Source: an optimization exercise on an open RTL-to-GDS flow (aim: small area, a short achievable clock period and few clock cycles per item). Production flows keep margins and buffers that such runs may drop. RTL that was checked went through simulation tests only; none was proved equivalent to the original. No activity file was given, so power comes from the tool's default toggle rates.

// risc_integer_execute_unit_core
module risc_integer_execute_unit_core #(
  parameter int unsigned Xlen = rieu_pkg::XLEN
) (
  input  wire logic            clk_i,
  input  wire logic            rst_ni,
  input  wire logic            in_valid_i,
  output logic                 in_ready_o,
  input  wire logic [5:0]      mode_i,
  input  wire logic [5:0]      function_code_i,
  input  wire logic [Xlen-1:0] operand_a_i,
  input  wire logic [Xlen-1:0] operand_b_i,
  input  wire logic [15:0]     immediate_i,
  input  wire logic [4:0]      shift_amount_i,
  input  wire logic [Xlen-1:0] syscall_code_i,
  output logic                 out_valid_o,
  input  wire logic            out_ready_i,
  output logic [Xlen-1:0]      result_o,
  output logic                 result_valid_o,
  output logic [Xlen-1:0]      hi_value_o,
  output logic [Xlen-1:0]      lo_value_o,
  output logic                 halt_o,
  output logic                 unsupported_o
);
export LEC_CHECK = 0
export CAP_MARGIN = 20
export CELL_PAD_IN_SITES_DETAIL_PLACEMENT = 1
export CELL_PAD_IN_SITES_GLOBAL_PLACEMENT = 1
export CORE_MARGIN = 2
export CORE_UTILIZATION = 35
export CTS_BUF_LIST = sky130_fd_sc_hd__clkbuf_4 sky130_fd_sc_hd__clkbuf_8
export CTS_CLUSTER_SIZE = 20
export GPL_TIMING_DRIVEN = 1
export PLACE_DENSITY = 0.5
export SETUP_SLACK_MARGIN = 0.6
export SLEW_MARGIN = 20
create_clock -name core_clock -period 6.0 [get_ports {clk_i}]
standard.sh (not shown) runs the stock make flow with config.mk's settings and CLKGATE_MAP_FILE= SYNTH_SCRIPT=/design/flow/synth_recipe.tcl, a recipe that flattens the netlist after the stock synthesis.
==> flow/flow/run.sh <==
#!/bin/bash
# The standard layout, with a 1x buffer (instead of the default delay buffer)
# on every port, and timing-driven global placement that does not keep the
# resizer's trial buffers.
set -euo pipefail
export BUFFER_PORTS_ARGS="-buffer_cell sky130_fd_sc_hd__buf_1"
export GPL_KEEP_OVERFLOW=0
bash standard.sh > standard_make.log 2>&1
The starting point finished clean.
Testbench counts at the start, summed over its fixed seeds: cycles 29,781, items 16,000.
Rerun with:
==> flow/flow/run.sh (replaced) <==
#!/bin/bash
# The standard layout, with a 1x buffer (instead of the default delay buffer) on every port.
set -euo pipefail
export BUFFER_PORTS_ARGS="-buffer_cell sky130_fd_sc_hd__buf_1"
bash standard.sh > standard_make.log 2>&1
- CAP_MARGIN: 20 -> 30
- SETUP_SLACK_MARGIN: 0.6 -> 0.9
The new run went through all stages and came out clean.
Total power rises by about 14%.
Clock-buffer cell count is unchanged.
Routed wire length rose by about 0.37%.
Global-route usage climbs by 0.21 points.
Setup slack is better by 56 ps.
Final area rose by 3.7%.

* * *

== alpha ==
Starting RTL as in the previous note.
## risc_integer_execute_unit_core
module risc_integer_execute_unit_core #(
  parameter int unsigned Xlen = rieu_pkg::XLEN
) (
  input  wire logic            clk_i,
  input  wire logic            rst_ni,
  input  wire logic            in_valid_i,
  output logic                 in_ready_o,
  input  wire logic [5:0]      mode_i,
  input  wire logic [5:0]      function_code_i,
  input  wire logic [Xlen-1:0] operand_a_i,
  input  wire logic [Xlen-1:0] operand_b_i,
  input  wire logic [15:0]     immediate_i,
  input  wire logic [4:0]      shift_amount_i,
  input  wire logic [Xlen-1:0] syscall_code_i,
  output logic                 out_valid_o,
  input  wire logic            out_ready_i,
  output logic [Xlen-1:0]      result_o,
  output logic                 result_valid_o,
  output logic [Xlen-1:0]      hi_value_o,
  output logic [Xlen-1:0]      lo_value_o,
  output logic                 halt_o,
  output logic                 unsupported_o
);
==> flow/config.mk <==
export PLATFORM = sky130hd
export DESIGN_NAME = risc_integer_execute_unit_core
export DESIGN_NICKNAME = risc_integer_execute_unit_core
export VERILOG_FILES = /design/flow/design.v
export SDC_FILE = /design/flow/constraint.sdc
export NUM_CORES = 4
export LEC_CHECK = 0
export CAP_MARGIN = 30
export CELL_PAD_IN_SITES_DETAIL_PLACEMENT = 1
export CELL_PAD_IN_SITES_GLOBAL_PLACEMENT = 1
export CORE_MARGIN = 2
export CORE_UTILIZATION = 35
export CTS_BUF_LIST = sky130_fd_sc_hd__clkbuf_4 sky130_fd_sc_hd__clkbuf_8
export CTS_CLUSTER_SIZE = 20
export GPL_TIMING_DRIVEN = 1
export PLACE_DENSITY = 0.5
export SETUP_SLACK_MARGIN = 0.6
export SLEW_MARGIN = 20
==> flow/constraint.sdc <==
create_clock -name core_clock -period 6.0 [get_ports {clk_i}]
set_input_delay 1.2000 -clock core_clock [delete_from_list [all_inputs] [get_ports {clk_i}]]
set_output_delay 1.2000 -clock core_clock [all_outputs]
set_load 0.01 [all_outputs]
==> flow/flow/run.sh <==
#!/bin/bash
# The standard layout, with a 1x buffer (instead of the default delay buffer)
# on every port, and timing-driven global placement that does not keep the
# resizer's trial buffers.
set -euo pipefail
export BUFFER_PORTS_ARGS="-buffer_cell sky130_fd_sc_hd__buf_1"
export GPL_KEEP_OVERFLOW=0
bash standard.sh > standard_make.log 2>&1
alpha was carried through to the last stage, and its layout satisfied the timing, DRC and antenna checks.
Testbench counts of alpha, summed over its fixed seeds: cycles 29,781, items 16,000.
The following lists how beta was set up differently from alpha:
- CTS_BUF_LIST: sky130_fd_sc_hd__clkbuf_4 sky130_fd_sc_hd__clkbuf_8 -> unset
- CTS_CLUSTER_SIZE: 20 -> unset
- SETUP_SLACK_MARGIN: 0.6 -> 0.3
==> flow/flow/run.sh <==
#!/bin/bash
# The standard layout, with a 1x buffer (instead of the default delay buffer) on every port.
set -euo pipefail
export BUFFER_PORTS_ARGS="-buffer_cell sky130_fd_sc_hd__buf_1"
bash standard.sh > standard_make.log 2>&1
- [beta] detailed-route vias per instance fell 1.4% relative to alpha
- Post-route cell area: beta vs alpha down 680 sq um
- Diff alpha -> beta: power share of the sequential group has decreased; post-layout total power down 0.73%; final worst setup slack now sits lower; average wire length per cell after detail routing went down about 3%; shortest period the worst path allows now sits higher.
Changes in gamma relative to beta:
- swapping 35 for 45 in CORE_UTILIZATION
- putting CTS_CLUSTER_SIZE at 20 where nothing was set
- swapping 30 for 20 in CAP_MARGIN
- swapping 0.5 for 0.6 in PLACE_DENSITY
- putting CTS_BUF_LIST at sky130_fd_sc_hd__clkbuf_4 sky130_fd_sc_hd__clkbuf_8 where nothing was set
Findings:
Final area ended up 900 sq um lower on gamma than on beta.
In the reports for gamma and beta, the smaller initial core utilization belongs to beta.
gamma: flow completed, timing, DRC and antenna clean
The data arrival time at the worst-slack endpoint in gamma sits 60 ps below the value recorded for beta.
Comparing gamma and beta, the lower number of cell rows was measured on gamma.
The standard cell with the maximum stage delay on the critical path comes out o311ai_1 in one run and fa_1 in the other, namely in beta and gamma respectively.
gamma: normalized max-slew margin is 2.5 points lower than what beta reported.
For delta, these inputs were changed with respect to gamma:
- changing CAP_MARGIN from 20 to 30
- changing CORE_UTILIZATION from 45 to 35
- changing PLACE_DENSITY from 0.6 to 0.5
==> run notes <==
Compared with gamma, delta shows a relative contribution of the clock network to total power that is 0.8 points lower. Cell at the slowest stage of the critical path: fa_1 -> gamma, a222oi_1 -> delta. Taking gamma as the reference point, the via count of delta falls by about 1%. Cmp delta vs gamma: delay of the slowest cell on the worst path higher in delta. Compared to gamma, delta has proportion of cell area spent on the clock network 0.24 points lower. Total power consumption of the routed design grows by a few percent when moving from gamma to delta.
Edits applied to the flow inputs when going from delta to epsilon:
- swapping 0.3 for 0.9 in SETUP_SLACK_MARGIN
==> flow/flow/run.sh <==
#!/bin/bash
# The standard layout, with a 1x buffer (instead of the default delay buffer)
# on every port, and timing-driven global placement that does not keep the
# resizer's trial buffers.
set -euo pipefail
export BUFFER_PORTS_ARGS="-buffer_cell sky130_fd_sc_hd__buf_1"
export GPL_KEEP_OVERFLOW=0
bash standard.sh > standard_make.log 2>&1
--- outcome ---
- epsilon has completed all stages; timing, DRC and antenna checks passed.
- epsilon leaves more setup margin than delta.
- Compared epsilon vs delta, and number of filler cells placed in the layout is down in epsilon.
- epsilon has register-to-register slack above what delta had.
- Compared with delta, epsilon shows hold slack lower by 7.2 ps.
- Looking only at sequential share of layout area, and setting everything else aside, the lower value of delta and epsilon goes to epsilon.

* * *

run a:
risc_integer_execute_unit_core, a different RTL version from the one above (not shown whole).
Size: roughly 120 flip-flops, about 22,000 um2 of cells after synthesis.
clock: 6.0 ns
lec_check: 0
cap_margin: 30
cell_pad_in_sites_detail_placement: 1
cell_pad_in_sites_global_placement: 1
core_margin: 2
core_utilization: 35
gpl_timing_driven: 0
place_density: 0.5
setup_slack_margin: 0.3
slew_margin: 20
==> flow/flow/run.sh <==
#!/bin/bash
# The standard layout, with a 1x buffer (instead of the default delay buffer) on every port.
set -euo pipefail
export BUFFER_PORTS_ARGS="-buffer_cell sky130_fd_sc_hd__buf_1"
bash standard.sh > standard_make.log 2>&1
Testbench counts of run a, summed over its fixed seeds: cycles 29,781, items 16,000.
Input-level comparison between run b and run a:
- GPL_TIMING_DRIVEN: 0 -> 1
Notes after the runs:
Of run b and run a, run a shows the higher met1 wire length, with run b below it. Run b: wire length about 12% below run a. Design area: run b vs run a down about 1.7%. Against run a as the reference, run b delivers a lower area growth from synthesis to layout.

* * *

the baseline:
risc_integer_execute_unit_core, a different RTL version from the one above (not shown whole).
For scale: roughly 120 flip-flops, about 23,000 sq um of cells after synthesis.
Settings: LEC_CHECK=0, CAP_MARGIN=20, CORE_MARGIN=2, CORE_UTILIZATION=35, GPL_TIMING_DRIVEN=0, PLACE_DENSITY=0.45, SETUP_SLACK_MARGIN=1.2, SLEW_MARGIN=20; clock period 6.0 ns.
run.sh (not shown) runs the stock make flow with config.mk's settings and CLKGATE_MAP_FILE= SYNTH_SCRIPT=/design/flow/synth_recipe.tcl, a recipe that flattens the netlist after the stock synthesis.
Stock flow here: none of the scripts above is used.
The final layout from the baseline, which completed every stage, passed the timing, DRC and antenna checks at the end of the flow.
Edits applied to the flow inputs when going from the baseline to the candidate:
==> flow/flow/run.sh (new file) <==
#!/bin/bash
# The standard layout, with a 1x buffer (instead of the default delay buffer) on every port.
set -euo pipefail
export BUFFER_PORTS_ARGS="-buffer_cell sky130_fd_sc_hd__buf_1"
bash standard.sh > standard_make.log 2>&1
==> flow/standard.sh (new file) <==
#!/bin/bash
# synth_recipe.tcl (not shown) runs the flow's synth.tcl, then flattens the netlist and writes it again
# the make line also repeats each setting of config.mk as NAME=value (left out here)
make -C /OpenROAD-flow-scripts/flow DESIGN_CONFIG=/design/flow/config.mk WORK_HOME=/design/flow/orfs CLKGATE_MAP_FILE= SYNTH_SCRIPT=/design/flow/synth_recipe.tcl "${@:-finish}"
removed: flow/run.sh
Compared to the baseline, the candidate shows a wider setup margin.
Changes observed in the candidate relative to the baseline: utilization shows a reduction of 2.3 points; via count moved down; post-CTS repair timing setup buffer count went down 11; worst reg-to-reg setup slack moved up; clock-buffer cell count fell by 3.
The baseline has a lower combinational share of power than the candidate.
Every run in the baseline and the candidate closed cleanly, with the single exception of the candidate.
Function was not checked in any run of this note: the RTL went through the layout flow alone.

-- port drivers added, routing unchanged --
Ports are ideal in the flow. The routed layouts listed here were re-timed in OpenROAD. Step 1 (the two cells are an assumption about what drives the block):
set clk [get_ports {clk_i}]
set_driving_cell -lib_cell sky130_fd_sc_hd__clkbuf_16 $clk
set_driving_cell -lib_cell sky130_fd_sc_hd__buf_2 [delete_from_list [all_inputs] $clk]
Step 2 also shifts input and output timing later by t, the mid clock arrival at the registers, as if the neighbouring blocks saw the same clock. a / b / c = ideal ports / drivers / drivers and shift; a / b = the first two.
run | t, ns | setup slack, ns | hold slack, ns | cell pins on the clock port's net
the first run of note 1 | 0.606 | 0.621 / 0.621 / 0.179 | 0.490 / 0.490 / 0.490 | 1
the second run of note 1 | 0.632 | 0.677 / 0.677 / 0.348 | 0.516 / 0.516 / 0.516 | 1
alpha | 0.599 | 0.669 / 0.669 / 0.134 | 0.518 / 0.518 / 0.518 | 1
beta | 0.557 | 0.395 / 0.395 / 0.009 | 0.501 / 0.501 / 0.501 | 1
gamma | 0.604 | 0.458 / 0.458 / -0.019 | 0.502 / 0.502 / 0.502 | 1
delta | 0.635 | 0.392 / 0.392 / 0.023 | 0.507 / 0.507 / 0.507 | 1
epsilon | 0.635 | 0.783 / 0.783 / 0.400 | 0.499 / 0.499 / 0.499 | 1
run a | 0.589 | 0.279 / 0.279 / -0.179 | 0.492 / 0.492 / 0.492 | 1
run b | 0.562 | 0.367 / 0.367 / 0.087 | 0.482 / 0.482 / 0.482 | 1
the baseline | 0.592 | 0.372 / 0.372 / 0.261 | 0.495 / 0.495 / 0.495 | 1
the candidate | 0.576 | 0.516 / 0.516 / 0.352 | 0.494 / 0.494 / 0.494 | 1
Met with ideal ports but missed after step 2: setup timing in gamma and run a. For alpha, which loses most, drivers alone change the setup slack by 0.000 ns; drivers and shift together by -0.535 ns.
